From an optimization exercise on the open Yosys and OpenROAD flow, aimed at small area; shortcuts taken in it are not production practice. In this exercise RTL edits were held to simulation tests only and were not proved equivalent to the original. Power and IR drop assume default switching activity.

==> flow/design.v <==
`timescale 1ns/1ns
module game_core (
    input  logic        clk,
    input  logic        reset,
    input  logic        start_btn,
    input  logic        player_detected,
    input  logic [8:0]  player_x,
    output logic [2:0]  game_state,
    output logic [9:0]  score,
    output logic [5:0]  timer_sec,
    output logic        invincible,
    output logic [71:0] enemy_x,
    output logic [71:0] enemy_y,
    output logic [7:0]  enemy_active
);
    localparam logic [2:0] ST_WAIT = 3'd0, ST_PLAY = 3'd1, ST_FILTER = 3'd2,
                           ST_CAPTURE = 3'd3, ST_SEND = 3'd4;
    logic        btn_prev;
    logic [4:0]  cyc;         
    logic [4:0]  spawn_cnt;   
    logic [15:0] lfsr;
    logic [2:0]  spawn_idx;
    logic [4:0]  inv_cnt;     
    logic [6:0]  sc;          
    logic [4:0]  tm;          
    assign score     = {3'b000, sc};
    assign timer_sec = {1'b0, tm};
    logic [8:0]  ex [8];
    logic [5:0]  ey [8];      
    wire play  = (game_state == ST_PLAY);
    wire wait_ = (game_state == ST_WAIT);
    wire start_edge = start_btn & ~btn_prev;
    wire move = cyc[0] ^ timer_sec[0];
    wire cyc0 = (cyc == 5'd0);
    wire band_slow = (timer_sec > 6'd20) || (timer_sec == 6'd20 && cyc0);
    wire band_fast = (timer_sec < 6'd10) || (timer_sec == 6'd10 && !cyc0);
    logic [3:0] active_cnt;
    always_comb begin
        active_cnt = '0;
        for (int i = 0; i < 8; i++) active_cnt = active_cnt + enemy_active[i];
    end
    wire cnt_ok = band_slow ? (spawn_cnt[4]) :
                  band_fast ? (spawn_cnt[4] | spawn_cnt[3] | (spawn_cnt[2] & (spawn_cnt[1] | spawn_cnt[0]))) :
                              (spawn_cnt[4] | spawn_cnt[3]);
    wire cap_ok = band_slow ? (active_cnt < 4'd3) :
                  band_fast ? (active_cnt < 4'd8) : (active_cnt < 4'd5);
    wire spawn_try = play & cnt_ok & cap_ok;
    wire [8:0] lv = lfsr[8:0];
    wire [8:0] spawn_x = (lv >= 9'd305) ? (lv - 9'd305) : lv;
    wire collision_event = (inv_cnt == 5'd16);
    logic pass_event;
    always_comb begin
        pass_event = 1'b0;
        for (int i = 0; i < 8; i++)
            if (enemy_active[i] && ey[i] == 6'd53) pass_event = 1'b1;
        pass_event = pass_event & ~move;
    end
    wire [4:0] ph  = player_x[8:4];
    wire [3:0] pl  = player_x[3:0];
    wire [4:0] php = ph + 5'd1;
    wire [4:0] phm = ph - 5'd1;
    logic hit;
    always_comb begin
        hit = 1'b0;
        for (int i = 0; i < 8; i++) begin
            if (enemy_active[i] && ey[i] >= 6'd49 && ey[i] <= 6'd56 &&
                ((ex[i][8:4] == ph) ||
                 (ex[i][8:4] == phm && ph != 5'd0  && pl < ex[i][3:0]) ||
                 (ex[i][8:4] == php && ph != 5'd31 && pl > ex[i][3:0])))
                hit = 1'b1;
        end
        hit = hit & player_detected;
    end
    assign invincible = (inv_cnt != 5'd0);
    always_ff @(posedge clk or posedge reset) begin
        if (reset) btn_prev <= 1'b0;
        else       btn_prev <= start_btn;
    end
    always_ff @(posedge clk or posedge reset) begin
        if (reset) begin
            game_state <= ST_WAIT;
        end else begin
            case (game_state)
                ST_WAIT:    if (start_edge) game_state <= ST_PLAY;
                ST_PLAY:    if (timer_sec == 6'd0) game_state <= ST_FILTER;
                ST_FILTER:  if (start_edge) game_state <= ST_CAPTURE;
                ST_CAPTURE: if (start_edge) game_state <= ST_SEND;
                ST_SEND:    if (start_edge) game_state <= ST_WAIT;
                default:    game_state <= ST_WAIT;
            endcase
        end
    end
    always_ff @(posedge clk or posedge reset) begin
        if (reset) begin
            cyc <= '0;
            tm  <= 5'd30;
        end else if (wait_) begin
            cyc <= '0;
            tm  <= 5'd30;
        end else if (play) begin
            if (cyc[4]) begin
                cyc <= '0;
                if (tm != 5'd0) tm <= tm - 5'd1;
            end else begin
                cyc <= cyc + 5'd1;
            end
        end
    end
    always_ff @(posedge clk or posedge reset) begin
        if (reset) begin
            inv_cnt <= '0;
        end else if (!play) begin
            inv_cnt <= '0;
        end else if (hit && inv_cnt == 5'd0) begin
            inv_cnt <= 5'd16;
        end else if (inv_cnt != 5'd0) begin
            inv_cnt <= inv_cnt - 5'd1;
        end
    end
    always_ff @(posedge clk or posedge reset) begin
        if (reset) begin
            sc <= '0;
        end else if (wait_) begin
            sc <= '0;
        end else if (play) begin
            if (collision_event) begin
                if (sc != 7'd0) sc <= sc - 7'd1;
            end else if (pass_event) begin
                sc <= sc + 7'd1;
            end
        end
    end
    always_ff @(posedge clk or posedge reset) begin
        if (reset) begin
            spawn_cnt <= '0;
            lfsr      <= 16'hACE1;
            spawn_idx <= '0;
        end else if (wait_) begin
            spawn_cnt <= '0;
        end else if (play) begin
            if (spawn_try) begin
                spawn_cnt <= '0;
                lfsr      <= {lfsr[14:0], lfsr[15] ^ lfsr[13] ^ lfsr[12] ^ lfsr[10]};
                spawn_idx <= spawn_idx + 3'd1;
            end else if (!spawn_cnt[4]) begin
                spawn_cnt <= spawn_cnt + 5'd1;
            end
        end
    end
    for (genvar i = 0; i < 8; i++) begin : g_enemy
        wire spawn_here = spawn_try && spawn_idx == i && !enemy_active[i];
        always_ff @(posedge clk or posedge reset) begin
            if (reset) begin
                ex[i]           <= '0;
                ey[i]           <= '0;
                enemy_active[i] <= 1'b0;
            end else if (wait_) begin
                ey[i]           <= '0;
                enemy_active[i] <= 1'b0;
            end else if (play) begin
                if (spawn_here) begin
                    ex[i]           <= spawn_x;
                    ey[i]           <= '0;
                    enemy_active[i] <= 1'b1;
                end else if (move && enemy_active[i]) begin
                    ey[i] <= ey[i] + 6'd1;
                    if (ey[i] == 6'd60) enemy_active[i] <= 1'b0;
                end
            end
        end
        assign enemy_x[9*i +: 9] = ex[i];
        assign enemy_y[9*i +: 9] = {1'b0, ey[i], 2'b00};
    end
endmodule
==> flow/run.sh <==
#!/bin/bash
# synth_recipe.tcl (not shown) runs the flow's synth.tcl, then flattens the netlist and writes it again
# the make line also repeats each setting of config.mk as NAME=value (left out here)
make -C /OpenROAD-flow-scripts/flow DESIGN_CONFIG=/design/flow/config.mk WORK_HOME=/design/flow/orfs CLKGATE_MAP_FILE= SYNTH_SCRIPT=/design/flow/synth_recipe.tcl finish
==> flow/config.mk <==
export PLATFORM = sky130hd
export DESIGN_NAME = game_core
export DESIGN_NICKNAME = game_core
export VERILOG_FILES = /design/flow/design.v
export SDC_FILE = /design/flow/constraint.sdc
export NUM_CORES = 4
export LEC_CHECK = 0
export CAP_MARGIN = 20
export CORE_MARGIN = 2
export CORE_UTILIZATION = 70
export CTS_BUF_LIST = sky130_fd_sc_hd__clkbuf_4 sky130_fd_sc_hd__clkbuf_8
export CTS_CLUSTER_SIZE = 30
export SLEW_MARGIN = 20
==> flow/constraint.sdc <==
create_clock -name core_clock -period 10.0 [get_ports {clk}]
set_input_delay 2.0000 -clock core_clock [delete_from_list [all_inputs] [get_ports {clk}]]
set_output_delay 2.0000 -clock core_clock [all_outputs]
set_load 0.01 [all_outputs]
==> out/metrics.cfg, run 1 <==
[cts]
clk_path_buf_depth = 2
holdBufCountCts = 0
clk_pin_slew_worst_paths_ns = 0.10
cts_tree = done
clk_latency_ns = 0.48
cts_resized = 0
cts_htree_levels = 4
clockRootBuffer = clkbuf_8
post-cts-setup-buffers = 0
cts.sinks = 178
cts_made_buffers = 17

[worst_setup_path]
startpoint_type = primary input
cp-end-kind = flop
crit_type = primary input to flop
reg2reg_slack_ns = 4.56
required_ns = 10.36
r2r_end = ey[4][0]
reg2reg_depth = 15
worstReg2RegStart = enemy_active[0]
cp.arrival_ns = 5.94
startpoint = player_x[4]
crit_path_max_fanout = 13

[pwr]
clkPwrFrac_pct = 33.3
p_switching_mw = 0.525
swShare_pct = 33.2
combPwrFrac_pct = 18.4
power_density_nw_per_um2 = 118
ir_drop_uv = 287
p_int_mw = 1.05
p_seq_share_pct = 48.3
leakage_nw = 5.70
p_total_mw = 1.58

[yosys]
yosys_register_bits = 178
ys_async_sr_fraction_pct = 100
synth_warnings = 3
synth_cell_types = 68
synth_edf_count = 0
postSynthCellCount = 1304
syn_area_um2 = 11400
synth_area_per_cell_um2 = 8.73
synth-seq-area-share_pct = 39.3
yosys_most_used_dff = dfrtp_1

[cells_and_area]
post-route-util_pct = 83.9
fillCellCount = 960
final_cell_mix = nand2_1 (201), dfrtp_1 (166), clkdlybuf4s50_1 (156)
fin_cells = 1653
fin_nets = 1532
syn_to_final_growth_pct = 17.1
multi_input_area_um2 = 6230
antenna_cells = 0
seq_area_um2 = 4470
final_common_cell = nand2_1
drive_gt1_share_pct = 4.18

[run_status]
status = timing/DRC/antenna clean

[hold_path]
holdPathEnd = lfsr[11]
hp-start = lfsr[11]
min_path_type = flop to flop
hold_depth = 2

[global_routing]
grt_pass1_vias = 9409
gr-total-overflow = 0
grt_max_degree = 105
grt_pass1_wl_mm = 49.1
grt_usage_pct = 35.4
antenna_found_initial = 0

[route]
viasPerCell = 6.07
dr.pass1.iters = 6
totalWireLength_mm = 30.6
final_antenna_net_count = 0
route.vias.total = 10000
drcViolationCount = 0
wl_per_cell_um = 18.5
drtIter0Drc = 1011

[sta]
setup_tns_ns = 0
fmax_mhz = 179
final-hold-violation-count = 0
slew-limit-headroom_pct = 25.1
slew_violations = 0
period_minus_slack_ns = 5.58
setup_viol_count_final = 0
finalCritPeriodShare_pct = 55.8
holdWs_ns = 0.478
tightest_slew_ns = 1.12
rsz0062_at_grt = no
clock-skew-final_ns = 0.0167

[floorplan]
dieArea_um2 = 17300
die_x_um = 132
top_level_ports = 185
coreArea_um2 = 15900
initial_core_util_pct = 71.7
rows = 46
die_h_um = 132

[job]
cap_violations = 0

[placement]
place.gp.congestion = 0.917
hpwlAfterDp_mm = 22.2
place_inst = 1621
port_buffers = 156

## power groups by stage
stage	Clock [mW]	Sequential, mW	Combinational, mW
after global placement	0	0.773	0.273
after detailed placement	0	0.774	0.280
final	0.526	0.762	0.290
after CTS	0.530	0.761	0.285
after floorplan	0	0.763	0.214
after global routing	0.556	0.765	0.316
## logic make-up (layout without fill, tap and decap cells)
| family | Yosys count | after routing | synth area share [%] |
|---|---|---|---|
| XOR/XNOR | 147 | 147 | 11.4 |
| multiplexers | 6 | 6 | 0.550 |
| other | 1 | 28 | 0.0329 |
| AND/OR/NAND/NOR | 458 | 458 | 18.6 |
| AO/OA/AOI/OAI | 238 | 238 | 12.4 |
| flip-flops | 178 | 178 | 39.3 |
| adder cells (fa/ha/maj) | 95 | 95 | 10.8 |
| buffers and inverters | 181 | 287 | 6.95 |
## registers in the layout (all words and copies together), names as in the netlist
name          count
spawn_idx         3
cyc               5
sc                7
tm                5
lfsr             16
ex               72
enemy_active      8
btn_prev          1
ey               48
game_state        3
inv_cnt           5
spawn_cnt         5
## through the flow
stage	area, um2	worst slack (ns)
floorplan	11500	3.19
global placement	12900	4.20
detailed placement	12900	4.01
CTS	13300	4.52
global route	13300	4.14
finish	13300	4.42
## synthesized netlist by cell type, types with 5 or more instances
cell      count  area share, %
a211oi_1      5           0.33
a21oi_1      53            2.3
a31oi_1       7           0.38
and3_1        5           0.27
buf_4        28            1.8
clkbuf_1     49            1.6
dfrtp_1     166             36
dfstp_2      12            2.8
fa_1          5           0.88
ha_1         90            9.9
inv_1        96            3.2
nand2_1     201            6.6
nand3_1      48            2.1
nand4_1      41            2.3
nand4b_1      6           0.46
nor2_1       79            2.6
nor3_1       32            1.4
nor4_1       15           0.82
o211ai_1      7           0.46
o21ai_0      37            1.6
o21ai_1      75            3.3
o31ai_1      11           0.73
or3_1         6           0.33
or4_1         5           0.33
xnor2_1      82            6.3
xor2_1       63            4.8
## layout make-up
cell class / count / area share [%]
Tap cell: 216 / 2.03
Sequential cell: 178 / 33.5
Clock buffer: 18 / 1.86
Clock inverter: 14 / 1.24
Timing Repair Buffer: 159 / 11.9
Multi-Input combinational cell: 972 / 46.7
Inverter: 96 / 2.74
## worst max path at each step
| stage | end | cells past startpoint |
|---|---|---|
| 2_1_floorplan | btn_prev | 1 |
| 3_3_place_gp | inv_cnt[0] | 12 |
| 3_5_place_dp | inv_cnt[1] | 10 |
| 4_1_cts | inv_cnt[1] | 10 |
| 5_1_grt | inv_cnt[1] | 10 |
| 6_report | inv_cnt[1] | 10 |
## worst max-delay path, stage by stage
cell	delay (ns)
clkdlybuf4s50_1	0.80
inv_1	0.18
ha_1	0.28
nor3b_2	0.85
o21ai_0	0.23
nand4_1	0.16
o211ai_1	0.14
a2111oi_1	0.77
nand3_1	0.22
o41ai_1	0.31
## layer usage
layer  track usage [%]  vias to the layer above  share of wire, %
li1                  -                     4642                 -
met1              48.6                     4825                41
met2              57.6                      496                48
met3              5.63                       76               8.6
met4              11.9                        0               2.5
met5                 0                        -                 0
==> inputs of run 2 (changes only) <==
--- a/flow/config.mk
+++ b/flow/config.mk
@@ -10,4 +10,2 @@
 export CORE_UTILIZATION = 70
-export CTS_BUF_LIST = sky130_fd_sc_hd__clkbuf_4 sky130_fd_sc_hd__clkbuf_8
-export CTS_CLUSTER_SIZE = 30
 export SLEW_MARGIN = 20
==> run 2 against run 1 <==
Compared with the run above: global-route usage up 1.2 points; worst hold slack about the same; flip-flop and latch count unchanged; critical path type unchanged; synthesized cell count unchanged; sequential power about the same; critical path depth unchanged; setup slack worse by 0.12 ns; count of clock-buffer cells in the layout unchanged; still clean; sequential share of layout area down 0.47 points; non-clock buffer count unchanged; die area unchanged; register-to-register slack better by 0.06 ns.
==> out/metrics.cfg, run 2 <==
[run_status]
status = timing/DRC/antenna clean

[worst_setup_path]
startpoint_type = primary input
endpoint = inv_cnt[1]
r2r_end = ey[4][1]
startpoint = player_x[4]
cp-end-kind = flop
required_ns = 10.32  ; -0.04 ns
crit_type = primary input to flop
reg2reg_depth = 15  ; unchanged
worstReg2RegStart = enemy_active[0]
cp.arrival_ns = 6.02  ; +0.08 ns
crit_path_max_fanout = 13  ; unchanged
reg2reg_slack_ns = 4.62  ; +0.06 ns

[global_routing]
grt_pass1_vias = 9652  ; +2.6%
grt_pass1_wl_mm = 50.6  ; +3.1%
gr-total-overflow = 0  ; unchanged
grt_max_degree = 105  ; unchanged
grt_usage_pct = 36.5  ; +1.2 points
antenna_found_initial = 0  ; unchanged

[floorplan]
die_x_um = 132  ; unchanged
die_h_um = 132  ; unchanged
initial_core_util_pct = 71.7  ; unchanged
coreArea_um2 = 15900  ; unchanged
dieArea_um2 = 17300  ; unchanged
rows = 46  ; unchanged
top_level_ports = 185  ; unchanged

[cts]
post-cts-setup-buffers = 0  ; unchanged
cts.sinks = 178  ; unchanged
clk_latency_ns = 0.45  ; -0.03 ns
clk_pin_slew_worst_paths_ns = 0.07  ; -0.03 ns
clockRootBuffer = clkbuf_16
cts_resized = 0  ; unchanged
cts_made_buffers = 17  ; unchanged
cts_tree = done
holdBufCountCts = 0  ; unchanged
cts_htree_levels = 4  ; unchanged
clk_path_buf_depth = 2  ; unchanged

[cells_and_area]
antenna_cells = 0  ; unchanged
fin_nets = 1532  ; unchanged
regMostFlops = ex
post-route-util_pct = 85.1  ; +1.2 points
fin_cells = 1653  ; unchanged
largestRegisters = ex (72), ey (48), lfsr (16)
drive_gt1_share_pct = 4.18  ; unchanged
final_cell_mix = nand2_1 (201), dfrtp_1 (166), clkdlybuf4s50_1 (156)
design_area_um2 = 13500  ; +1.4%
final_common_cell = nand2_1
syn_to_final_growth_pct = 18.8
largest_reg_flops = 72  ; unchanged

[sta]
timing.final.ws_setup_ns = 4.31  ; -0.116 ns
setup_viol_count_final = 0  ; unchanged
slew-limit-headroom_pct = 24.5  ; -0.63 points
rsz0062_at_grt = no
setup_tns_ns = 0  ; unchanged
slew_violations = 0  ; unchanged
period_minus_slack_ns = 5.69  ; +0.116 ns
clock-skew-final_ns = 0.0151  ; -0.00161 ns
holdWs_ns = 0.477  ; -0.000239 ns
finalCritPeriodShare_pct = 56.9  ; +1.2 points
fmax_mhz = 176  ; -2.0%
tightest_slew_ns = 1.12  ; +0.00510 ns
final-hold-violation-count = 0  ; unchanged

[yosys]
yosys_most_used_dff = dfrtp_1
synth_common_cells = nand2_1 (201), dfrtp_1 (166), inv_1 (96), ha_1 (90), xnor2_1 (82)
synth_area_per_cell_um2 = 8.73  ; unchanged
synth_edf_count = 0  ; unchanged
yosys-top-cells-area = dfrtp_1 (36%), ha_1 (9.9%), nand2_1 (6.6%), xnor2_1 (6.3%), xor2_1 (4.8%)
syn_area_um2 = 11400  ; unchanged
postSynthCellCount = 1304  ; unchanged
yosysTopAreaCellShare_pct = 36.5  ; unchanged
ys_async_sr_fraction_pct = 100  ; unchanged
yosys_register_bits = 178  ; unchanged
yosys.area.top_type = dfrtp_1
synth-seq-area-share_pct = 39.3  ; unchanged
synth_warnings = 3  ; unchanged
synth_cell_types = 68  ; unchanged
synth_most_common_cell = nand2_1

[hold_path]
hp-start = lfsr[11]
min_path_type = flop to flop

[pwr]
leakage_nw = 5.79  ; +1.5%
power_density_nw_per_um2 = 130  ; +9.5%
ir_drop_uv = 235  ; -18%
p_total_mw = 1.75  ; +11%

[placement]
port_buffers = 156  ; unchanged
place.gp.congestion = 0.917  ; unchanged
hpwlAfterDp_mm = 22.2  ; unchanged
pre_cts_ws_ns = 4.01  ; unchanged
place_inst = 1621  ; unchanged
place_area_um2 = 12900  ; unchanged

[route]
drtIter0Drc = 989  ; -2.2%
totalWireLength_mm = 31.5  ; +3.2%
viasPerCell = 6.15  ; +1.2%
drcViolationCount = 0  ; unchanged
route.vias.total = 10200  ; +1.2%
dr.pass1.iters = 10  ; +4
final_antenna_net_count = 0  ; unchanged
wl_per_cell_um = 19.1  ; +3.2%

[job]
cap_violations = 0  ; unchanged

[run 2: changes by cell type in the layout (fill, tap and decap cells not counted)]
cell,delta
clkbuf_16,+17
clkbuf_8,-17
[run 2: worst max-delay path: stages]
cell and delay, ns:
clkdlybuf4s50_1 0.80, inv_1 0.18, ha_1 0.28, nor3b_2 0.86
o21ai_0 0.25, nand4_1 0.19, o211ai_1 0.14, a2111oi_1 0.79
nand3_1 0.22, o41ai_1 0.31
[run 2: layout make-up]
| type | count | area [um2] |
|---|---|---|
| Inverter | 96 | 365 |
| Fill cell | 910 | 2360 |
| Sequential cell | 178 | 4470 |
| Multi-Input combinational cell | 972 | 6230 |
| Tap cell | 216 | 270 |
| Clock inverter | 14 | 165 |
| Clock buffer | 18 | 439 |
| Timing Repair Buffer | 159 | 1580 |
[run 2: how the worst min path moves through the flow]
stage	endpoint	slack, ns	cells past startpoint
floorplan	lfsr[11]	0.44	2
global placement	lfsr[15]	0.44	2
detailed placement	lfsr[10]	0.46	2
CTS	lfsr[11]	0.47	2
global route	lfsr[11]	0.48	2
finish	lfsr[11]	0.48	2
[run 2: logic make-up (layout without fill, tap and decap cells)]
group,after synthesis,count (layout),share of synthesized area [%]
adder cells (fa/ha/maj),95,95,10.8
multiplexers,6,6,0.550
XOR/XNOR,147,147,11.4
AND/OR/NAND/NOR,458,458,18.6
flip-flops,178,178,39.3
other,1,28,0.0329
AO/OA/AOI/OAI,238,238,12.4
buffers and inverters,181,287,6.95
[run 2: routing by layer]
layer	global-route usage, %	wire length (um)	vias to the layer above
li1	-	-	4647
met2	58.4	14900	558
met3	6.75	2830	97
met4	13.8	989	0
met5	0	0	-
met1	49.9	12800	4859
[run 2: where the power goes]
group	switching, mW	leakage [nW]	total [mW]	internal, mW
Clock	0.315	0.302	0.699	0.384
Sequential	0.0294	2.43	0.762	0.733
Combinational	0.208	3.05	0.292	0.0839

==> afterwards: timing with drivers on the ports <==
In the flow no input, the clock included, has a driving cell. The finished layouts below were timed again as built, in two steps. Step 1 assumes that a clkbuf_16 drives the clock port and a buf_2 every other input. Step 2 adds t to the input delays and takes it off the output delays; t is the mean of the earliest and latest rising clock arrival at the registers after step 1. Input paths then give back, and output paths get back, about the clock's delay inside the block. Three values: ideal ports, drivers, drivers and shift; two values: the first two.
run | shift t [ns] | setup slack, ns | hold WS [ns] | clock arrival spread, ns | worst data-port slew with drivers (ns)
run 1 | 0.518 | 4.421 / 4.434 / 3.916 | 0.478 / 0.478 / 0.478 | 0.017 / 0.017 | 0.04
run 2 | 0.485 | 4.305 / 4.322 / 3.836 | 0.477 / 0.477 / 0.477 | 0.015 / 0.015 | 0.04
After both steps every run listed still meets setup and hold. The setup slack of run 1, which loses most, moves by +0.013 ns with the drivers and by -0.505 ns with both steps.
